This design comes from an exercise in tuning for small area on the open sky130 flow, not from production work.
In this exercise RTL edits were held to simulation tests only and were not proved equivalent to the original.
Power figures rest on the tool's default switching activity, not on a simulated workload.

--- flow/constraint.sdc ---
create_clock -name core_clock -period 7.0 [get_ports {clk_i}]
set_input_delay 1.4000 -clock core_clock [delete_from_list [all_inputs] [get_ports {clk_i}]]
set_output_delay 1.4000 -clock core_clock [all_outputs]
set_load 0.01 [all_outputs]
--- flow/design.v ---
module keccak_squeeze_buf #(
    parameter  int MAX_RATE_LANES = 21,
    localparam int OUT_BUF_SIZE   = 64
) (
    input  logic                         clk_i,
    input  logic                         rst_ni,
    input  logic [4:0][4:0][63:0]        state_i,
    input  logic                         state_valid_i,
    output logic                         state_ready_o,
    input  logic [4:0]                   rate_lanes_i,
    input  logic                         abort_i,
    output logic [OUT_BUF_SIZE-1:0]      dout_o,
    output logic                         dout_valid_o,
    input  logic                         dout_ready_i,
    output logic                         dout_last_o,
    output logic                         busy_o
);
    localparam int NL = MAX_RATE_LANES;
    logic                stream_q;   
    logic                idle_q;     
    logic                pol_q;      
    logic [4:0]          cnt_q;      
    logic [4:0]          last_q;     
    logic [4:0]          last_eff;
    logic [NL-1:0]       sel;        
    logic [NL-1:0][63:0] held_q;
    logic [NL-1:0][63:0] state_lanes;
    logic                inv;
    logic                load;
    logic                xfer;
    logic                is_last;
    always_comb begin
        last_eff = rate_lanes_i - 5'd1;
        if (rate_lanes_i == 5'd0)
            last_eff = 5'd0;
        else if (rate_lanes_i > 5'(NL))
            last_eff = 5'(NL - 1);
    end
    assign state_lanes = state_i[NL-1:0];
    assign is_last = (cnt_q == last_q);
    assign load    = !stream_q && state_valid_i && !abort_i;
    assign xfer    = stream_q && dout_ready_i;
    always_ff @(posedge clk_i or negedge rst_ni) begin
        if (!rst_ni) begin
            stream_q <= 1'b0;
            idle_q   <= 1'b1;
            cnt_q    <= '1;
        end else if (abort_i || (xfer && is_last)) begin
            stream_q <= 1'b0;
            idle_q   <= 1'b1;
            cnt_q    <= '1;
        end else if (load) begin
            stream_q <= 1'b1;
            idle_q   <= 1'b0;
            cnt_q    <= '0;
        end else if (xfer) begin
            cnt_q    <= cnt_q + 5'd1;
        end
    end
    always_ff @(posedge clk_i) begin
        if (load)
            last_q <= last_eff;
    end
    always_comb begin
        for (int i = 0; i < NL; i++)
            sel[i] = (cnt_q == 5'(i));
    end
    always_ff @(posedge clk_i) begin
        pol_q <= !(stream_q && pol_q);
        for (int i = 0; i < NL; i++)
            held_q[i] <= ~((held_q[i] | {64{idle_q}}) & (state_lanes[i] | {64{stream_q}}));
    end
    for (genvar b = 0; b < 64; b++) begin : g_bit
        logic [NL-1:0] col;
        for (genvar i = 0; i < NL; i++) begin : g_lane
            assign col[i] = held_q[i][b];
        end
        keccak_squeeze_buf_omux #(.N(NL)) u_omux (
            .d_i   (col),
            .sel_i (sel),
            .inv_i (inv),
            .q_o   (dout_o[b])
        );
    end
    assign inv           = pol_q && stream_q;
    assign state_ready_o = !stream_q;
    assign dout_valid_o  = stream_q;
    assign busy_o        = stream_q;
    assign dout_last_o   = stream_q && is_last;
endmodule
module keccak_squeeze_buf_omux #(
    parameter int N = 21
) (
    input  logic [N-1:0] d_i,
    input  logic [N-1:0] sel_i,
    input  logic         inv_i,
    output logic         q_o
);
    localparam int G = (N + 2) / 3;
    logic [3*G-1:0] d, s;
    logic [G-1:0]   y_n;
    assign d = (3*G)'(d_i);
    assign s = (3*G)'(sel_i);
    for (genvar g = 0; g < G; g++) begin : g_grp
        keccak_squeeze_buf_aoi3 u_aoi (.d_i(d[3*g +: 3]), .s_i(s[3*g +: 3]), .y_no(y_n[g]));
    end
    assign q_o = ~&y_n ^ inv_i;
endmodule
module keccak_squeeze_buf_aoi3 (
    input  logic [2:0] d_i,
    input  logic [2:0] s_i,
    output logic       y_no
);
    assign y_no = ~|(d_i & s_i);
endmodule
--- flow/standard.sh ---
#!/bin/bash
# synth_recipe.tcl (not shown) runs the flow's synth.tcl, then flattens the netlist and writes it again
# the make line also repeats each setting of config.mk as NAME=value (left out here)
make -C /OpenROAD-flow-scripts/flow DESIGN_CONFIG=/design/flow/config.mk WORK_HOME=/design/flow/orfs CLKGATE_MAP_FILE= SYNTH_SCRIPT=/design/flow/synth_recipe.tcl "${@:-finish}"
--- flow/flow/run.sh ---
#!/bin/bash
# Standard ORFS layout, with smaller port buffers and a leaner clock tree.
set -euo pipefail
bash standard.sh \
  'BUFFER_PORTS_ARGS=-buffer_cell sky130_fd_sc_hd__buf_1' \
  'CTS_ARGS=-sink_clustering_enable -repair_clock_nets -dont_use_dummy_load -sink_clustering_size 24 -sink_clustering_max_diameter 40 -buf_list {sky130_fd_sc_hd__clkbuf_4 sky130_fd_sc_hd__clkbuf_8}' \
  finish > standard.log 2>&1
--- flow/config.mk ---
export PLATFORM = sky130hd
export DESIGN_NAME = keccak_squeeze_buf
export DESIGN_NICKNAME = keccak_squeeze_buf
export VERILOG_FILES = /design/flow/design.v
export SDC_FILE = /design/flow/constraint.sdc
export NUM_CORES = 4
export LEC_CHECK = 0
export CAP_MARGIN = 20
export CORE_AREA = 10 10 570 570
export DIE_AREA = 0 0 580 580
export PLACE_DENSITY = 0.75
export SLEW_MARGIN = 20
export SYNTH_HIERARCHICAL = 1
export SYNTH_MINIMUM_KEEP_SIZE = 0
==> results of run 1 <==
==> cell type report <==
class | instances | area [sq um]
Inverter | 8 | 37.54
Timing Repair Buffer | 1592 | 6840
Fill cell | 34620 | 254800
Antenna cell | 115 | 287.8
Sequential cell | 1357 | 27270
Clock buffer | 190 | 2615
Multi-Input combinational cell | 2140 | 15130
Tap cell | 4140 | 5180
==> critical path, cell delays in order, from the launching register on <==
cell and delay [ps]:
dfstp_2 600, inv_1 100, ha_1 230, nand2_1 430, nor2_4 250, buf_4 330, a222oi_1 1020, nand4_1 760
nor2_1 310, xnor2_1 170, buf_1 190
==> modules after synthesis, one instance, submodules excluded, excerpt <==
module                   copies in the design  flops+latches  area (sq um)
keccak_squeeze_buf                          1           1357         37740
keccak_squeeze_buf_aoi3                   448              0         10.01
==> power by group through the flow <==
stage	clock [mW]	combinational [mW]	sequential, mW
detailed placement	0	1.87	9.26
CTS	5.36	1.88	9.10
floorplan	0	1.03	9.03
global route	5.61	2.03	9.19
global placement	0	1.83	9.23
finish	5.25	1.89	9.11
==> cells in the final DEF, fill, tap and decap left out, types with 4 or more instances in the layout <==
cell,instances
nand3_1,65
nand2b_1,6
a222oi_1,448
nor3_2,7
buf_1,1420
xor2_1,5
inv_1,6
dfstp_2,5
o22ai_1,1344
nand4_1,65
xnor2_1,66
o21ai_0,4
nand2_1,11
edfxtp_1,5
ha_1,6
nor2_1,73
nor2_4,12
clkbuf_8,190
buf_12,18
diode_2,115
buf_4,148
dfxtp_1,1345
==> metrics by stage <==
stage | hold WS, ps | cells | area (sq um) | worst slack [ps]
floorplan | 370.3 | 3810 | 43750 | 841.8
global placement | 429.9 | 9232 | 54420 | 1210
detailed placement | 436.6 | 9235 | 54440 | 1203
CTS | 233.6 | 9425 | 57050 | 40.40
global route | 319.0 | 9484 | 57210 | 98.01
finish | 399.5 | 9542 | 57360 | 164.7
==> registers in the layout, indices dropped and copies added (netlist names) <==
signal / count
idle_q: 1
last_q: 5
cnt_q: 5
held_q: 1344
pol_q: 1
stream_q: 1
==> worst paths after layout <==
check	to	start
min reg2reg	held_q[499]	held_q[499]
min	stream_q	rst_ni
max reg2reg	held_q[713]	stream_q
min in group core_clock	held_q[499]	held_q[499]
max in group asynchronous	stream_q	rst_ni
max	dout_o[20]	cnt_q[0]
==> cells by family after synthesis <==
family	after synthesis
xor gates and xnor gates	71
and+or+nand+nor	252
DFF	1357
buffers and inverters	313
AOI/OAI and AO/OA	1810
adders and majority gates	7
==> layer usage <==
metal / GRT usage / part of all wire
met1: 0.2081 / 0.39
met2: 0.2591 / 0.42
met3: 0.08630 / 0.14
met4: 0.07444 / 0.053
met5: 0.004960 / 0.0040
==> timing repair <==
| action | in CTS | in global routing |
|---|---|---|
| buffers inserted | 0 | 0 |
| endpoints found under the setup margin | 0 | 1 |
| hold buffers | 0 | 0 |
| gates resized for setup | 0 | 1 |
| hold endpoints to repair | 0 | 0 |
==> impl_metrics.json, run 1 <==
{
  "seqPwrFrac": 0.561,
  "cap_violations": 0,
  "synth_warnings": 8,
  "grt_usage": 0.1731,
  "worstMarginPinSlew_ps": 1337,
  "hold_path_class": "input port to asynchronous set/reset pin",
  "setup_viol": 0,
  "rows": 205,
  "min_period_ps": 6835,
  "vias_per_cell": 4.693,
  "worstSkewPairLatency_ps": 950,
  "grt_max_degree": 199,
  "worstSetupEndpointType": "output port",
  "gp_congestion": 0.9438,
  "synth_top_area_share": 0.6155,
  "synth_top_flop_cell": "dfxtp_1",
  "cts_tree": "yes",
  "cp.required_ps": 5600,
  "final-max-slew-violation-count": 0,
  "cts_buffers": 190,
  "synth-edff-count": 5,
  "dpl.hpwl_um": 260400,
  "htreeDepth": 4,
  "ys_top_cells_by_area": "dfxtp_1 62%, o22ai_1 19%, a222oi_1 10%, buf_2 2.8%, xnor2_1 1.3%",
  "layout.nets": 6906,
  "period_share": 0.9765,
  "synthTopCellsByCount": "1345 x dfxtp_1, 1344 x o22ai_1, 448 x a222oi_1",
  "yosys.area_share.simple": 0.02886,
  "synthAdderAreaFrac": 0.002002,
  "cts_root_buffer": "clkbuf_8",
  "grt_pass1_vias": 41940,
  "drt_iter0_markers": 6726,
  "antenna_found_initial": 286,
  "hold_viol": 0,
  "ys_seq_area_frac": 0.6231,
  "fin_util": 0.1838,
  "synth_area_leader_cell": "dfxtp_1",
  "p_int_mw": 11.67,
  "drtPass1Iterations": 16,
  "top_level_ports": 1678,
  "grt.overflow.total": 0,
  "p_switching_mw": 4.584,
  "fin_skew_ps": 107.3,
  "synth_mux_area_frac": 0,
  "setup.worst_path.class": "flop to output port",
  "die-area_sq_um": 336400,
  "synth_area_sq_um": 43750,
  "p_per_area_nw_per_um2": 283.3,
  "fmax_mhz": 146.3,
  "peakVddDrop_mv": 0.1928,
  "clk_pin_slew_ps": 90,
  "synthArstFlopShare": 0.005158,
  "rsz0062_at_grt": "false",
  "cts_sinks": 1357,
  "clockBufferDepth": 4,
  "relSlewSlack": 0.1087,
  "drc": 0,
  "synth_most_common_cell": "dfxtp_1",
  "pwr-share-clk": 0.323,
  "synth_top_family_by_area": "compound AO/OA/AOI/OAI gates",
  "worst-r2r-setup-slack_ps": 3120,
  "num_vias": 44780,
  "die_x_um": 580,
  "layout-drive-gt1-share": 0.07490,
  "r2r_cells": 4,
  "ys_seq_elements": 1357,
  "start_util": 0.1401,
  "p_sw_frac": 0.2821,
  "cp.arrival_ps": 5440,
  "finalSetupTns_ps": 0,
  "synth-compound-area-share": 0.2976,
  "p_leak_nw": 19.29,
  "combPwrFrac": 0.116,
  "syn_nets": 5427,
  "critPathMaxFanout": 32,
  "postSynthAreaPerCell_sq_um": 11.48,
  "syn_inst": 3810,
  "synthXorXnorAreaFrac": 0.01422,
  "grt_pass1_wl_um": 398900,
  "startpoint_type": "flop",
  "ys_types": 40,
  "io_buffers": 1421,
  "wire_per_inst_um": 32.83,
  "detail-route-antenna-nets": 0,
  "outcome": "no timing/DRC/antenna violations",
  "syn_to_final_growth_pct": 31.12,
  "core_sq_um": 312200,
  "wl_um": 313300,
  "fin_total_pwr_mw": 16.25,
  "die_y_um": 580
}
==> inputs of run 2 (changes only) <==
==> flow/flow/run.sh (replaced) <==
#!/bin/bash
# Standard ORFS layout, with smaller port buffers and a leaner clock tree.
set -euo pipefail
bash standard.sh \
  'BUFFER_PORTS_ARGS=-buffer_cell sky130_fd_sc_hd__buf_1' \
  'CTS_ARGS=-sink_clustering_enable -repair_clock_nets -dont_use_dummy_load -sink_clustering_size 16 -sink_clustering_max_diameter 60 -buf_list {sky130_fd_sc_hd__clkbuf_4 sky130_fd_sc_hd__clkbuf_8}' \
  finish > standard.log 2>&1
--- a/flow/config.mk
+++ b/flow/config.mk
@@ -9,5 +9,4 @@
 export CORE_AREA = 10 10 570 570
 export DIE_AREA = 0 0 580 580
-export PLACE_DENSITY = 0.75
 export SLEW_MARGIN = 20
 export SYNTH_HIERARCHICAL = 1
==> run 2 against run 1 <==
  * Sequential share of layout area grew 0.56 points
  * Power decreased by 4.1%
  * Global-route usage decreased by 0.75 points
  * Register-to-register slack improved by 230 ps
  * Sequential power barely moved
  * Clock skew is 14 ps higher
  * Via count fell by 2.7%
  * Largest cell class unchanged
  * Largest power group unchanged
==> impl_metrics.json, run 2 <==
{
  "startpoint": "cnt_q[0]",
  "final_cell_mix": "1421 x buf_1, 1345 x dfxtp_1, 1344 x o22ai_1",
  "synthTopCellsByCount": "1345 x dfxtp_1, 1344 x o22ai_1, 448 x a222oi_1",
  "cts_hold_buffers": 0,
  "start_util": 0.1401,
  "ys_types": 40,
  "setup.worst_path.class": "flop to output port",
  "grt_usage": 0.1656,
  "p_sw_frac": 0.2896,
  "drc": 0,
  "hold_path_class": "input port to asynchronous set/reset pin",
  "outcome": "no timing/DRC/antenna violations",
  "syn_to_final_growth_pct": 29.59,
  "rows": 205,
  "wire_per_inst_um": 31.60,
  "combPwrFrac": 0.124,
  "gp_congestion": 0.9037,
  "critPathMaxFanout": 33,
  "pwr-share-clk": 0.291,
  "cap_violations": 0,
  "antenna_found_initial": 208,
  "synth_area_sq_um": 43750,
  "num_vias": 43570,
  "cp-endpoint": "dout_o[31]",
  "die_x_um": 580,
  "layout-drive-gt1-share": 0.06516,
  "holdWs_ps": 385.1,
  "hold_viol": 0,
  "syn_inst": 3810,
  "die-area_sq_um": 336400,
  "grt_pass1_vias": 41470,
  "detail-route-antenna-nets": 0,
  "cts_tree": "yes",
  "worstSkewPairLatency_ps": 900,
  "largest_reg_flops": 1344,
  "p_switching_mw": 4.514,
  "dp.cells": 9231,
  "ys_seq_area_frac": 0.6231,
  "period_share": 0.9492,
  "fmax_mhz": 150.5,
  "r2r-end": "held_q[11]",
  "final-max-slew-violation-count": 0,
  "synth_top_area_share": 0.6155,
  "p_leak_nw": 18.94,
  "core_sq_um": 312200,
  "synthArstFlopShare": 0.005158,
  "final_common_cell": "buf_1",
  "drtPass1Iterations": 14,
  "synth_top_flop_cell": "dfxtp_1",
  "worst-r2r-setup-slack_ps": 3350,
  "htreeDepth": 4,
  "top_level_ports": 1678,
  "io_buffers": 1421,
  "synth_warnings": 8,
  "vias_per_cell": 4.598,
  "top_regs": "held_q x1344, cnt_q x5, last_q x5",
  "grt.overflow.total": 0,
  "postSynthAreaPerCell_sq_um": 11.48,
  "worstMarginPinSlew_ps": 1414,
  "stdcell_count": 9475,
  "cts_setup_buffers": 0,
  "r2r-start": "stream_q",
  "setup_viol": 0,
  "worstSetupEndpointType": "output port",
  "drt_iter0_markers": 6265,
  "layout.nets": 6852,
  "top_register": "held_q",
  "fin_util": 0.1816,
  "relSlewSlack": 0.05730,
  "cp.required_ps": 5600,
  "dpl.hpwl_um": 241500,
  "synth_most_common_cell": "dfxtp_1",
  "rsz0062_at_grt": "false",
  "cts_resized": 0,
  "syn_nets": 5427,
  "finalSetupTns_ps": 0,
  "synth-edff-count": 5,
  "ys_top_cells_by_area": "dfxtp_1 62%, o22ai_1 19%, a222oi_1 10%, buf_2 2.8%, xnor2_1 1.3%",
  "grt_pass1_wl_um": 385700,
  "cts_root_buffer": "clkbuf_8",
  "r2r_cells": 4,
  "fin_skew_ps": 121.5,
  "placed_area_sq_um": 54490,
  "cts_buffers": 140,
  "peakVddDrop_mv": 0.1979,
  "die_y_um": 580,
  "design_area_sq_um": 56690,
  "clockBufferDepth": 4,
  "synth_area_leader_cell": "dfxtp_1",
  "cp.arrival_ps": 5240,
  "seqPwrFrac": 0.585,
  "min_period_ps": 6645,
  "cts_sinks": 1357,
  "startpoint_type": "flop",
  "grt_max_degree": 210,
  "wl_um": 299400,
  "p_int_mw": 11.07,
  "clk_pin_slew_ps": 100,
  "ys_seq_elements": 1357,
  "p_per_area_nw_per_um2": 275.0
}
## run 2: per-stage QoR
stage | power, mW | setup slack (ps)
floorplan | 10.07 | 841.8
global route | 16.19 | 181.4
detailed placement | 11.21 | 1335
global placement | 11.17 | 1363
finish | 15.59 | 355.4
CTS | 15.74 | 225.5
## run 2: worst max-delay path: stages, from the launching register on
cell	delay [ps]
dfstp_2	600
inv_1	100
ha_1	220
and3_4	310
buf_4	300
buf_4	280
a222oi_1	450
nand4_1	950
nor2_1	450
xnor2_1	150
buf_1	390
## run 2: cells by family after synthesis
family | after synthesis | share of synthesized area
adders and majority gates | 7 | 0.002002
buffers and inverters | 313 | 0.03424
and+or+nand+nor | 252 | 0.02886
AOI/OAI and AO/OA | 1810 | 0.2976
xor gates and xnor gates | 71 | 0.01421
DFF | 1357 | 0.6231
## run 2: per-layer routing
metal / global-route usage / share of wire / vias to the layer above
met1: 0.2072 / 0.41 / 21160
met5: 0 / 0.0020 / -
met2: 0.2632 / 0.45 / 2730
li1: - / - / 19040
met4: 0.05589 / 0.036 / 88
met3: 0.05945 / 0.11 / 548
## run 2: area by class of cell
type / instances / area [sq um]
Fill cell: 35040 / 255500
Timing Repair Buffer: 1588 / 6890
Multi-Input combinational cell: 2140 / 15130
Inverter: 8 / 37.54
Clock buffer: 140 / 1927
Tap cell: 4140 / 5180
Antenna cell: 102 / 255.2
Sequential cell: 1357 / 27270
## run 2: worst min-delay path by stage
stage / endpoint / slack, ps
global route: stream_q / 310
floorplan: pol_q / 370
detailed placement: held_q[209] / 440
global placement: held_q[1175] / 430
CTS: stream_q / 230
finish: stream_q / 390
## run 2: power by group through the flow
stage / Combinational [mW] / Sequential [mW] / Clock, mW
after CTS: 1.94 / 9.10 / 4.69
after floorplan: 1.03 / 9.03 / 0
final: 1.94 / 9.12 / 4.53
after global placement: 1.92 / 9.26 / 0
after detailed placement: 1.93 / 9.28 / 0
after global routing: 2.09 / 9.19 / 4.91
## run 2: modules after synthesis, one instance, submodules excluded, a selection
module / times used / cell area, sq um
keccak_squeeze_buf: 1 / 37740
keccak_squeeze_buf_aoi3: 448 / 10.01
==> inputs of run 3 (changes only) <==
==> flow/flow/run.sh (replaced) <==
#!/bin/bash
# Standard ORFS layout, with smaller port buffers, a leaner clock tree and pins one track
# apart. The clock pin goes in the middle of the bottom edge with the other pins kept 4 um
# away, so its wire has room next to the densely packed pins.
set -euo pipefail
DIEW=$(grep -E '^export DIE_AREA' config.mk | awk '{print $6}')
MID=$(python3 -c "print(int(float('$DIEW') / 2))")
CLKX=$(python3 -c "print('%.2f' % (0.23 + 0.46 * round(($MID - 0.23) / 0.46)))")
echo "place_pin -pin_name clk_i -layer met2 -location {$CLKX 0} -force_to_die_boundary" > io_pre.tcl
bash standard.sh \
  'BUFFER_PORTS_ARGS=-buffer_cell sky130_fd_sc_hd__buf_1' \
  "PRE_IO_PLACEMENT_TCL=$PWD/io_pre.tcl" \
  "PLACE_PINS_ARGS=-min_distance 1 -min_distance_in_tracks -exclude bottom:$((MID-4))-$((MID+4))" \
  'CTS_ARGS=-sink_clustering_enable -repair_clock_nets -dont_use_dummy_load -sink_clustering_size 16 -sink_clustering_max_diameter 60 -buf_list {sky130_fd_sc_hd__clkbuf_4 sky130_fd_sc_hd__clkbuf_8}' \
  finish > standard.log 2>&1
--- a/flow/config.mk
+++ b/flow/config.mk
@@ -7,6 +7,7 @@
 export LEC_CHECK = 0
 export CAP_MARGIN = 20
-export CORE_AREA = 10 10 570 570
-export DIE_AREA = 0 0 580 580
+export CORE_AREA = 10 10 430 430
+export DIE_AREA = 0 0 440 440
+export PLACE_DENSITY = 0.8
 export SLEW_MARGIN = 20
 export SYNTH_HIERARCHICAL = 1
==> run 3 against run 2 <==
  * Combinational power down 6%
  * Setup slack better by 330 ps
  * Die area down 42%
  * Critical path type unchanged
  * Sequential cell count unchanged
  * Non-clock buffer count down 99
  * Global-route usage up 7.6 points
  * Final area down 5.4%
  * Cell count down 18%
  * Still clean
  * Sequential share of layout area up 2.7 points
==> impl_metrics.json, run 3 <==
{
  "p_per_area_nw_per_um2": 278.2,
  "vias_per_cell": 5.862,
  "synth-edff-count": 5,
  "synth_area_leader_cell": "dfxtp_1",
  "top_level_ports": 1677,
  "cts_setup_buffers": 0,
  "ys_types": 40,
  "ys_seq_elements": 1357,
  "cp_slowest_cell": "a222oi_1",
  "cp.required_ps": 5600,
  "met3_length_um": 26580,
  "grt_pass1_vias": 41830,
  "fin_skew_ps": 87.94,
  "cts_buffers": 114,
  "top_regs": "held_q x1344, cnt_q x5, last_q x5",
  "final-max-slew-violation-count": 0,
  "finalSetupTns_ps": 0,
  "io_buffers": 1421,
  "antenna_found_initial": 304,
  "synth_top_area_share": 0.6155,
  "dpl.hpwl_um": 184200,
  "cts_tree": "yes",
  "wl_met2_um": 103100,
  "synth_area_sq_um": 43750,
  "start_util": 0.2489,
  "m1WireLength_um": 92710,
  "max_stage_delay_ps": 1100,
  "largest_reg_flops": 1344,
  "synth_most_common_cell": "dfxtp_1",
  "cts_root_buffer": "clkbuf_8",
  "worstSetupEndpointType": "output port",
  "routed.top_layer": "met5",
  "critPathMaxFanout": 64,
  "clk_pin_slew_ps": 100,
  "cp.arrival_ps": 4920,
  "grt.overflow.total": 0,
  "grt_usage": 0.2414,
  "p_leak_nw": 18.27,
  "die-area_sq_um": 193600,
  "design_area_sq_um": 53630,
  "setup_viol": 0,
  "cts_sinks": 1357,
  "rows": 154,
  "die_y_um": 440,
  "wire_per_inst_um": 32.63,
  "drt_iter0_markers": 7396,
  "worstMarginPinSlew_ps": 1233,
  "worstSkewPairLatency_ps": 850,
  "cts_hold_buffers": 0,
  "cts_resized": 0,
  "synthTopCellsByCount": "1345 x dfxtp_1, 1344 x o22ai_1, 448 x a222oi_1",
  "ys_top_cells_by_area": "dfxtp_1 62%, o22ai_1 19%, a222oi_1 10%, buf_2 2.8%, xnor2_1 1.3%",
  "syn_inst": 3810,
  "fmax_mhz": 158.3,
  "num_vias": 45290,
  "rsz0062_at_grt": "false",
  "placed_area_sq_um": 51310,
  "final_common_cell": "buf_1",
  "synth_warnings": 8,
  "ys_seq_area_frac": 0.6231,
  "htreeDepth": 3,
  "hold_viol": 0,
  "fillers": 18350,
  "postSynthAreaPerCell_sq_um": 11.48,
  "min_period_ps": 6317,
  "startpoint_type": "flop",
  "syn_to_final_growth_pct": 22.60,
  "drc": 0,
  "grt_max_degree": 253,
  "detail-route-antenna-nets": 0,
  "top_register": "held_q",
  "cap_violations": 0,
  "layout-drive-gt1-share": 0.04229,
  "relSlewSlack": 0.1781,
  "peakVddDrop_mv": 0.1951,
  "setup.worst_path.class": "flop to output port",
  "layout.nets": 6727,
  "core_sq_um": 175700,
  "die_x_um": 440,
  "fin_total_pwr_mw": 14.92,
  "outcome": "no timing/DRC/antenna violations",
  "grt_pass1_wl_um": 332900,
  "hold_path_class": "flop to flop",
  "wl_um": 252100,
  "clockBufferDepth": 3,
  "cp_cell_sequence": "inv_1 -> ha_1 -> nand2_1 -> nor2_4 -> buf_12 -> a222oi_1 -> nand4_1 -> nor2_1 -> xnor2_1 -> buf_1",
  "syn_nets": 5427,
  "gp_congestion": 0.9984,
  "period_share": 0.9025,
  "drtPass1Iterations": 13,
  "synthArstFlopShare": 0.005158,
  "synth_top_flop_cell": "dfxtp_1",
  "final_cell_mix": "1421 x buf_1, 1345 x dfxtp_1, 1344 x o22ai_1"
}
-- run 3: cell counts after synthesis --
Identical to the previous run, type by type.
-- run 3: per-stage QoR --
step / setup slack (ps) / hold slack (ps) / cells / util
6_report: 682.8 / 444.2 / 7726 / 0.3052
5_1_grt: 624.1 / 401.5 / 7671 / 0.3044
4_1_cts: 738.8 / 359.5 / 7446 / 0.3009
3_5_place_dp: 1724 / 436.6 / 7332 / 0.2920
3_3_place_gp: 1759 / 429.0 / 7329 / 0.2919
2_1_floorplan: 841.8 / 370.3 / 3810 / -
-- run 3: routing by layer --
layer | GRT usage | vias up
met5 | 0.02059 | -
met4 | 0.2459 | 56
met3 | 0.08178 | 1087
met2 | 0.3256 | 3262
met1 | 0.2876 | 21960
li1 | - | 18920
-- run 3: area by class of cell --
class / count / area (sq um) / area share
multi-input combinational: 2140 / 15130 / 0.2821
clock buffer: 114 / 1569 / 0.02925
sequential: 1357 / 27270 / 0.5084
tap: 2340 / 2928 / 0.05459
timing repair buffer: 1489 / 6008 / 0.1120
inverter: 8 / 35.03 / 0.0006532
antenna: 278 / 695.7 / 0.01297
-- run 3: kinds of logic (layout without fill, tap and decap cells) --
logic type	Yosys count	after routing	synth area share
AOI/OAI and AO/OA	1810	1810	0.2976
DFF	1357	1357	0.6231
buffers and inverters	313	1611	0.03424
and+or+nand+nor	252	252	0.02886
xor gates and xnor gates	71	71	0.01421
adders and majority gates	7	7	0.002002
other	0	278	0
-- run 3: path summary, 6_finish.rpt --
path                                      to  slack, ps          from  depth (start not counted)
worst max register to register   held_q[833]       2250      stream_q                          5
min in group asynchronous           stream_q        450        rst_ni                          1
worst min register to register  held_q[1026]        440  held_q[1026]                          1
worst max-delay path              dout_o[18]        680      cnt_q[1]                         10
worst min-delay path            held_q[1026]        440  held_q[1026]                          1
max in group asynchronous           stream_q       6220        rst_ni                          1
-- run 3: worst max-delay path: cells and delay by family (launching register included) --
family          cells  cell delay, ps
flops               1             590
xor+xnor            1             150
fa+ha+maj           1             190
simple gates        4            1320
compound gates      1            1100
buf+inv             3             480
-- run 3: where the power goes --
group	switching [mW]	internal, mW
Clock	2.60	1.44
Combinational	1.13	0.699
Sequential	0.496	8.56
Total	4.23	10.7
-- run 3: modules after synthesis (local to each module, per instance), excerpt --
module,cells,times used
keccak_squeeze_buf_aoi3,1,448
keccak_squeeze_buf,3106,1
==> inputs of run 4 (changes only) <==
--- a/flow/config.mk
+++ b/flow/config.mk
@@ -9,5 +9,4 @@
 export CORE_AREA = 10 10 430 430
 export DIE_AREA = 0 0 440 440
-export PLACE_DENSITY = 0.8
 export SLEW_MARGIN = 20
 export SYNTH_HIERARCHICAL = 1
==> run 4 against run 3 <==
  * Final area is 0.10% higher
  * Setup slack better by 210 ps
  * Cell count hardly changed
  * Register-to-register slack better by 990 ps
  * Sequential share of layout area is 0.051 points lower
  * Sequential power hardly changed
  * Clock power is 2% higher
  * Worst hold slack better by 0.75 ps
  * Area after synthesis stayed put
==> impl_metrics.json, run 4 <==
{
  "outcome": "no timing/DRC/antenna violations",
  "cp.required_ps": 5600,
  "start_util": 0.2489,
  "synth_most_common_cell": "dfxtp_1",
  "ys_seq_area_frac": 0.6231,
  "critPathMaxFanout": 18,
  "grt_pass1_vias": 42090,
  "period_share": 0.8724,
  "io_buffers": 1421,
  "cap_violations": 0,
  "detail-route-antenna-nets": 0,
  "ys_top_cells_by_area": "dfxtp_1 62%, o22ai_1 19%, a222oi_1 10%, buf_2 2.8%, xnor2_1 1.3%",
  "clk_pin_slew_ps": 70,
  "syn_to_final_growth_pct": 22.73,
  "p_leak_nw": 18.30,
  "gp_congestion": 0.9680,
  "htreeDepth": 3,
  "synth_top_area_share": 0.6155,
  "clockBufferDepth": 3,
  "syn_nets": 5427,
  "synth_top_flop_cell": "dfxtp_1",
  "wl_um": 243000,
  "cts_root_buffer": "clkbuf_8",
  "relSlewSlack": 0.2168,
  "dpl_worst_slack_ps": 1824,
  "worstSkewPairLatency_ps": 920,
  "fin_util": 0.3055,
  "antenna_found_initial": 311,
  "cts_sinks": 1357,
  "vias_per_cell": 5.716,
  "drt_iter0_markers": 6129,
  "top_regs": "held_q x1344, cnt_q x5, last_q x5",
  "synth-compound-area-share": 0.2976,
  "min_period_ps": 6107,
  "syn_inst": 3810,
  "grt.overflow.total": 0,
  "drc": 0,
  "worstSetupEndpointType": "output port",
  "grt_usage": 0.2357,
  "synth_mux_area_frac": 0,
  "p_per_area_nw_per_um2": 278.6,
  "wire_per_inst_um": 31.46,
  "worst-r2r-setup-slack_ps": 3240,
  "final_common_cell": "buf_1",
  "startpoint_type": "flop",
  "cts_buffers": 120,
  "hold_viol": 0,
  "ys_types": 40,
  "postSynthAreaPerCell_sq_um": 11.48,
  "peakVddDrop_mv": 0.1699,
  "fin_total_pwr_mw": 14.96,
  "setup.worst_path.class": "flop to output port",
  "cts_setup_buffers": 0,
  "synthArstFlopShare": 0.005158,
  "core_sq_um": 175700,
  "num_vias": 44140,
  "top_register": "held_q",
  "hold_path_class": "flop to flop",
  "drtPass1Iterations": 11,
  "die_y_um": 440,
  "dp.cells": 7329,
  "cts_hold_buffers": 0,
  "largest_reg_flops": 1344,
  "grt_pass1_wl_um": 327300,
  "ys_seq_elements": 1357,
  "cts_tree": "yes",
  "worstMarginPinSlew_ps": 1175,
  "layout.nets": 6730,
  "layout-drive-gt1-share": 0.04285,
  "fmax_mhz": 163.8,
  "cts_resized": 0,
  "dpl.hpwl_um": 175600,
  "die_x_um": 440,
  "cp.arrival_ps": 4710,
  "top_level_ports": 1677,
  "final_cell_mix": "1421 x buf_1, 1345 x dfxtp_1, 1344 x o22ai_1",
  "stdcell_count": 7723,
  "rsz0062_at_grt": "false",
  "yosys.area_share.simple": 0.02886,
  "die-area_sq_um": 193600,
  "fin_skew_ps": 83.94,
  "synth-edff-count": 5,
  "synth_warnings": 8,
  "synthTopCellsByCount": "1345 x dfxtp_1, 1344 x o22ai_1, 448 x a222oi_1",
  "grt_max_degree": 263,
  "final-max-slew-violation-count": 0,
  "worst_slack_ps": 893.4,
  "finalSetupTns_ps": 0,
  "setup_viol": 0,
  "synthAdderAreaFrac": 0.002002,
  "synth_area_sq_um": 43750,
  "rows": 154,
  "synth_area_leader_cell": "dfxtp_1",
  "synth_top_family_by_area": "compound AO/OA/AOI/OAI gates",
  "synthXorXnorAreaFrac": 0.01422
}
run 4: cell type report:
class / instances / area, sq um
Clock buffer: 120 / 1652
Tap cell: 2340 / 2928
Inverter: 8 / 35.03
Timing Repair Buffer: 1486 / 5995
Sequential cell: 1357 / 27270
Multi-Input combinational cell: 2140 / 15130
Fill cell: 18420 / 122000
Antenna cell: 272 / 680.7
run 4: where the power goes:
group | internal (mW) | switching, mW | total (mW)
registers | 8.56 | 0.473 | 9.03
logic | 0.697 | 1.12 | 1.81
clock network | 1.51 | 2.60 | 4.11
run 4: critical path, cell delays in order, from the launching register on:
cell	delay, ps
dfstp_2	590
inv_1	100
ha_1	220
nand2_1	310
nor2_4	220
buf_4	270
a222oi_1	760
nand4_1	680
nor2_1	320
xnor2_1	150
buf_1	190
run 4: Yosys stat by module (local to each module, per instance), a selection:
module / times used / cells inside
keccak_squeeze_buf: 1 / 3106
keccak_squeeze_buf_aoi3: 448 / 1
run 4: cell families (layout without fill, tap and decap cells):
family,after synthesis,in the layout
XOR/XNOR,71,71
other,0,272
flip-flops,1357,1357
AO/OA/AOI/OAI,1810,1810
buffers and inverters,313,1614
AND/OR/NAND/NOR,252,252
adder cells (fa/ha/maj),7,7
run 4: final timing paths:
kind	start	to	cells past startpoint
worst min register to register	held_q[808]	held_q[808]	1
min in group asynchronous	rst_ni	stream_q	1
worst max register to register	stream_q	held_q[1134]	4
worst max-delay path	cnt_q[0]	dout_o[20]	10
max in group asynchronous	rst_ni	stream_q	1
worst min-delay path	held_q[808]	held_q[808]	1
run 4: metal layers:
metal / global-route usage / vias to the layer above / wire, um
met2: 0.3134 / 2696 / 97710
li1: - / 18950 / -
met1: 0.2799 / 21400 / 90020
met4: 0.2280 / 116 / 27090
met5: 0.01811 / - / 751
met3: 0.09512 / 987 / 27370
run 4: metrics by stage:
step,hold WS [ps],instance area [sq um]
2_1_floorplan,370.3,43750
3_3_place_gp,428.7,51290
3_5_place_dp,436.5,51290
4_1_cts,352.2,52940
5_1_grt,419.4,53540
6_report,444.9,53690
==> inputs of run 5 (changes only) <==
--- a/flow/config.mk
+++ b/flow/config.mk
@@ -7,6 +7,7 @@
 export LEC_CHECK = 0
 export CAP_MARGIN = 20
-export CORE_AREA = 10 10 430 430
-export DIE_AREA = 0 0 440 440
+export CORE_AREA = 10 10 390 390
+export DIE_AREA = 0 0 400 400
+export PLACE_DENSITY = 0.8
 export SLEW_MARGIN = 20
 export SYNTH_HIERARCHICAL = 1
==> run 5 against run 4 <==
  * The flow now stops in global routing
  * Synthesized cell count is the same
  * Area after synthesis is the same
==> impl_metrics.json, run 5 <==
{
  "outcome": "stopped before the end",
  "stop_stage": "global routing",
  "error_line": "[ERROR GRT-0116] Global routing finished with congestion. Check the congestion regions in the DRC Viewer.",
  "dp.cells": 6900,
  "synthTopCellsByCount": "1345 x dfxtp_1, 1344 x o22ai_1, 448 x a222oi_1",
  "synth_area_leader_cell": "dfxtp_1",
  "syn_nets": 5427,
  "synthArstFlopShare": 0.005158,
  "start_util": 0.3049,
  "cts_root_buffer": "clkbuf_8",
  "placed_area_sq_um": 50810,
  "die_x_um": 400,
  "grt.overflow.total": 9,
  "synth_warnings": 8,
  "synth_area_sq_um": 43750,
  "rows": 139,
  "die_y_um": 400,
  "syn_inst": 3810,
  "grt_pass1_vias": 44400,
  "cts_sinks": 1357,
  "ys_top_cells_by_area": "dfxtp_1 62%, o22ai_1 19%, a222oi_1 10%, buf_2 2.8%, xnor2_1 1.3%",
  "top_level_ports": 1677,
  "dpl.hpwl_um": 177500,
  "ys_seq_elements": 1357,
  "synth_most_common_cell": "dfxtp_1",
  "ys_types": 40,
  "grt_pass1_wl_um": 329000,
  "ys_seq_area_frac": 0.6231,
  "cts_setup_buffers": 0,
  "htreeDepth": 3,
  "synth_top_area_share": 0.6155,
  "grt_max_degree": 255,
  "cts_buffers": 112,
  "grt_usage": 0.2890,
  "cts_hold_buffers": 0,
  "postSynthAreaPerCell_sq_um": 11.48,
  "synth-edff-count": 5,
  "clockBufferDepth": 3,
  "io_buffers": 1421,
  "cts_resized": 0,
  "gp_congestion": 1.035,
  "synth_top_flop_cell": "dfxtp_1"
}
[run 5: cell counts after synthesis]
Identical to the previous run, type by type.
[run 5: cells by family after synthesis]
group / share of synthesized area
xor gates and xnor gates: 0.01421
adders and majority gates: 0.002002
and+or+nand+nor: 0.02886
DFF: 0.6231
buffers and inverters: 0.03424
AOI/OAI and AO/OA: 0.2976
[run 5: worst max-delay path by stage]
stage | start | to | slack (ps)
2_1_floorplan | cnt_q[2] | dout_o[0] | 840
3_3_place_gp | cnt_q[0] | dout_o[0] | 1740
3_5_place_dp | cnt_q[0] | dout_o[0] | 1740
4_1_cts | cnt_q[0] | dout_o[0] | 730
[run 5: power groups by stage]
| stage | clock network [mW] | logic, mW | registers [mW] |
|---|---|---|---|
| after CTS | 4.02 | 1.75 | 9.04 |
| after detailed placement | 0 | 1.74 | 9.22 |
| after global placement | 0 | 1.71 | 9.19 |
| after floorplan | 0 | 1.03 | 9.03 |
[run 5: per-layer routing]
| metal | track usage | overflow |
|---|---|---|
| met1 | 0.3378 | 0 |
| met2 | 0.4065 | 5 |
| met3 | 0.1016 | 0 |
| met4 | 0.2686 | 4 |
| met5 | 0.02905 | 0 |
[run 5: per-stage QoR]
stage	setup slack [ps]	hold slack, ps	utilization
CTS	726.3	301.0	0.3649
detailed placement	1736	436.5	0.3541
global placement	1740	429.6	0.3541
floorplan	841.8	370.3	-
[run 5: Yosys stat by module, one instance, submodules excluded, excerpt]
module	times used	area [sq um]
keccak_squeeze_buf	1	37740
keccak_squeeze_buf_aoi3	448	10.01
==> inputs of run 6 (changes only) <==
--- a/flow/config.mk
+++ b/flow/config.mk
@@ -6,9 +6,9 @@
 export NUM_CORES = 4
 export LEC_CHECK = 0
-export CAP_MARGIN = 20
-export CORE_AREA = 10 10 390 390
-export DIE_AREA = 0 0 400 400
+export CAP_MARGIN = 5
+export CORE_AREA = 10 10 430 430
+export DIE_AREA = 0 0 440 440
 export PLACE_DENSITY = 0.8
-export SLEW_MARGIN = 20
+export SLEW_MARGIN = 5
 export SYNTH_HIERARCHICAL = 1
 export SYNTH_MINIMUM_KEEP_SIZE = 0
==> run 6 against run 5 <==
  * The run now finishes clean
  * Synthesized cell count stayed put
  * Area after synthesis stayed put
==> impl_metrics.json, run 6 <==
{
  "outcome": "no timing/DRC/antenna violations",
  "cpLargestDelayFamily": "simple AND/OR/NAND/NOR gates",
  "fin_util": 0.3045,
  "num_vias": 44930,
  "drt_iter0_markers": 7090,
  "top_level_ports": 1677,
  "cp.buffers_inverters": 3,
  "drtPass1Iterations": 14,
  "cts_hold_buffers": 0,
  "ys_seq_elements": 1357,
  "die_x_um": 440,
  "ys_seq_area_frac": 0.6231,
  "cp_cell_sequence": "inv_1 -> ha_1 -> nand2_1 -> nor2_4 -> buf_4 -> a222oi_1 -> nand4_1 -> nor2_1 -> xnor2_1 -> buf_1",
  "worstMarginPinSlew_ps": 1403,
  "seqPwrFrac": 0.609,
  "postSynthAreaPerCell_sq_um": 11.48,
  "dpl.hpwl_um": 184300,
  "cts_root_buffer": "clkbuf_8",
  "relSlewSlack": 0.06481,
  "cts_sinks": 1357,
  "grt_pass1_wl_um": 335200,
  "final-max-slew-violation-count": 0,
  "antenna_found_initial": 294,
  "vias_per_cell": 5.829,
  "cts_tree": "yes",
  "fillers": 18440,
  "rsz0062_at_grt": "false",
  "cts_setup_buffers": 0,
  "dp.cells": 7329,
  "synth_top_area_share": 0.6155,
  "cts_buffers": 112,
  "htreeDepth": 3,
  "design_area_sq_um": 53500,
  "placed_area_sq_um": 51290,
  "clockBufferDepth": 3,
  "grt_pass1_vias": 42120,
  "drc": 0,
  "largest_reg_flops": 1344,
  "cp_slowest_cell": "nand4_1",
  "p_int_mw": 10.67,
  "startpoint_type": "flop",
  "stdcell_count": 7708,
  "synth_warnings": 8,
  "setup.worst_path.class": "flop to output port",
  "cts_resized": 0,
  "ys_top_cells_by_area": "dfxtp_1 62%, o22ai_1 19%, a222oi_1 10%, buf_2 2.8%, xnor2_1 1.3%",
  "peakVddDrop_mv": 0.1876,
  "wl_um": 251300,
  "finalSetupTns_ps": 0,
  "gp_congestion": 0.9984,
  "ys_types": 40,
  "p_per_area_nw_per_um2": 278.0,
  "wire_per_inst_um": 32.60,
  "period_share": 0.8908,
  "critPathMaxFanout": 42,
  "syn_inst": 3810,
  "worst_slack_ps": 764.2,
  "synth_top_flop_cell": "dfxtp_1",
  "synth_area_sq_um": 43750,
  "top_register": "held_q",
  "io_buffers": 1421,
  "grt.overflow.total": 0,
  "max_stage_delay_ps": 800,
  "hold_path_class": "input port to asynchronous set/reset pin",
  "cp.arrival_ps": 4840,
  "worstSetupEndpointType": "output port",
  "layout.nets": 6720,
  "detail-route-antenna-nets": 0,
  "clk_pin_slew_ps": 60,
  "cap_violations": 0,
  "die-area_sq_um": 193600,
  "start_util": 0.2489,
  "die_y_um": 440,
  "synth-edff-count": 5,
  "top_regs": "held_q x1344, cnt_q x5, last_q x5",
  "synth_area_leader_cell": "dfxtp_1",
  "p_switching_mw": 4.204,
  "layout-drive-gt1-share": 0.04097,
  "core_sq_um": 175700,
  "grt_usage": 0.2424,
  "fin_skew_ps": 96.58,
  "final_cell_mix": "1421 x buf_1, 1345 x dfxtp_1, 1344 x o22ai_1",
  "grt_max_degree": 253,
  "hold_viol": 0,
  "dpl_worst_slack_ps": 1718,
  "worstSkewPairLatency_ps": 950,
  "cp.required_ps": 5600,
  "rows": 154,
  "p_leak_nw": 18.22,
  "min_period_ps": 6236,
  "syn_to_final_growth_pct": 22.30,
  "fmax_mhz": 160.4,
  "final_common_cell": "buf_1",
  "syn_nets": 5427,
  "synth_most_common_cell": "dfxtp_1",
  "synthArstFlopShare": 0.005158,
  "setup_viol": 0,
  "synthTopCellsByCount": "1345 x dfxtp_1, 1344 x o22ai_1, 448 x a222oi_1",
  "fin_total_pwr_mw": 14.87,
  "pwr-share-clk": 0.269,
  "p_sw_frac": 0.2827,
  "combPwrFrac": 0.123,
  "holdWs_ps": 444.7
}
[run 6: power groups by stage]
stage               clock network [mW]  logic, mW  registers, mW
floorplan                            0       1.03           9.03
global placement                     0       1.73           9.18
detailed placement                   0       1.77           9.21
CTS                               4.07       1.78           9.03
global route                      4.34       1.96           9.14
finish                            4.00       1.82           9.05
[run 6: path summary, 6_finish.rpt]
path                              start            to  cells past startpoint  slack, ps
max                            cnt_q[0]    dout_o[34]                     10        760
max reg2reg                    stream_q   held_q[595]                      5       2200
min in group core_clock    held_q[1026]  held_q[1026]                      1        440
max in group asynchronous        rst_ni      stream_q                      1       6230
min reg2reg                held_q[1026]  held_q[1026]                      1        440
min                              rst_ni      stream_q                      1        440
[run 6: layer usage]
| metal | vias to the layer above | wire length (um) | track usage |
|---|---|---|---|
| met2 | 3118 | 104500 | 0.3294 |
| met3 | 1064 | 27680 | 0.09213 |
| met1 | 21810 | 90800 | 0.2822 |
| met5 | - | 356 | 0.01290 |
| li1 | 18880 | - | - |
| met4 | 60 | 27980 | 0.2445 |
[run 6: final cells by class]
cell class	count	area, sq um	area share
Tap cell	2340	2928	0.05472
Sequential cell	1357	27270	0.5096
Timing Repair Buffer	1484	5932	0.1109
Clock buffer	112	1541	0.02881
Multi-Input combinational cell	2140	15130	0.2828
Antenna cell	267	668.1	0.01249
Inverter	8	35.03	0.0006548
[run 6: cells by family after synthesis]
family / Yosys count / synth area share
AO/OA/AOI/OAI: 1810 / 0.2976
XOR/XNOR: 71 / 0.01421
adder cells (fa/ha/maj): 7 / 0.002002
buffers and inverters: 313 / 0.03424
flip-flops: 1357 / 0.6231
AND/OR/NAND/NOR: 252 / 0.02886
[run 6: worst register-to-register path, cell delays in order, from the launching register on]
cell and delay (ps):
dfrtp_4 850, buf_12 640, buf_4 1130, buf_4 810, buf_4 940, o22ai_1 250
[run 6: Yosys stat by module (local to each module, per instance), a selection]
module                   flip-flops and latches  times used  cells inside  area (sq um)
keccak_squeeze_buf_aoi3                       0         448             1         10.01
keccak_squeeze_buf                         1357           1          3106         37740

-- static timing again, ports no longer ideal --
In the flow no input, the clock included, has a driving cell. The finished layouts below were timed again as built, in two steps. Step 1: set_driving_cell puts a clkbuf_16 on clk_i and a buf_2 on each other input, an assumption about the parent block. Step 2 moves the port delays by t, midway between the first and last clock arrival at a register: inputs arrive t later, outputs are due t later. That takes back most of the time a late clock gives input paths. Slacks: ideal ports / drivers / drivers and shift; pairs: ideal ports / drivers.
| run | shift t [ns] | slack for setup (ns) | worst data-port slew with drivers (ns) |
|---|---|---|---|
| run 1 | 1.002 | 0.165 / 0.091 / 1.092 | 0.49 |
| run 2 | 0.953 | 0.355 / 0.268 / 1.221 | 0.45 |
| run 3 | 0.902 | 0.683 / 0.626 / 1.529 | 0.39 |
| run 4 | 0.919 | 0.893 / 0.834 / 1.753 | 0.35 |
| run 6 | 0.938 | 0.764 / 0.709 / 1.647 | 0.38 |
After both steps every run listed still meets setup and hold.
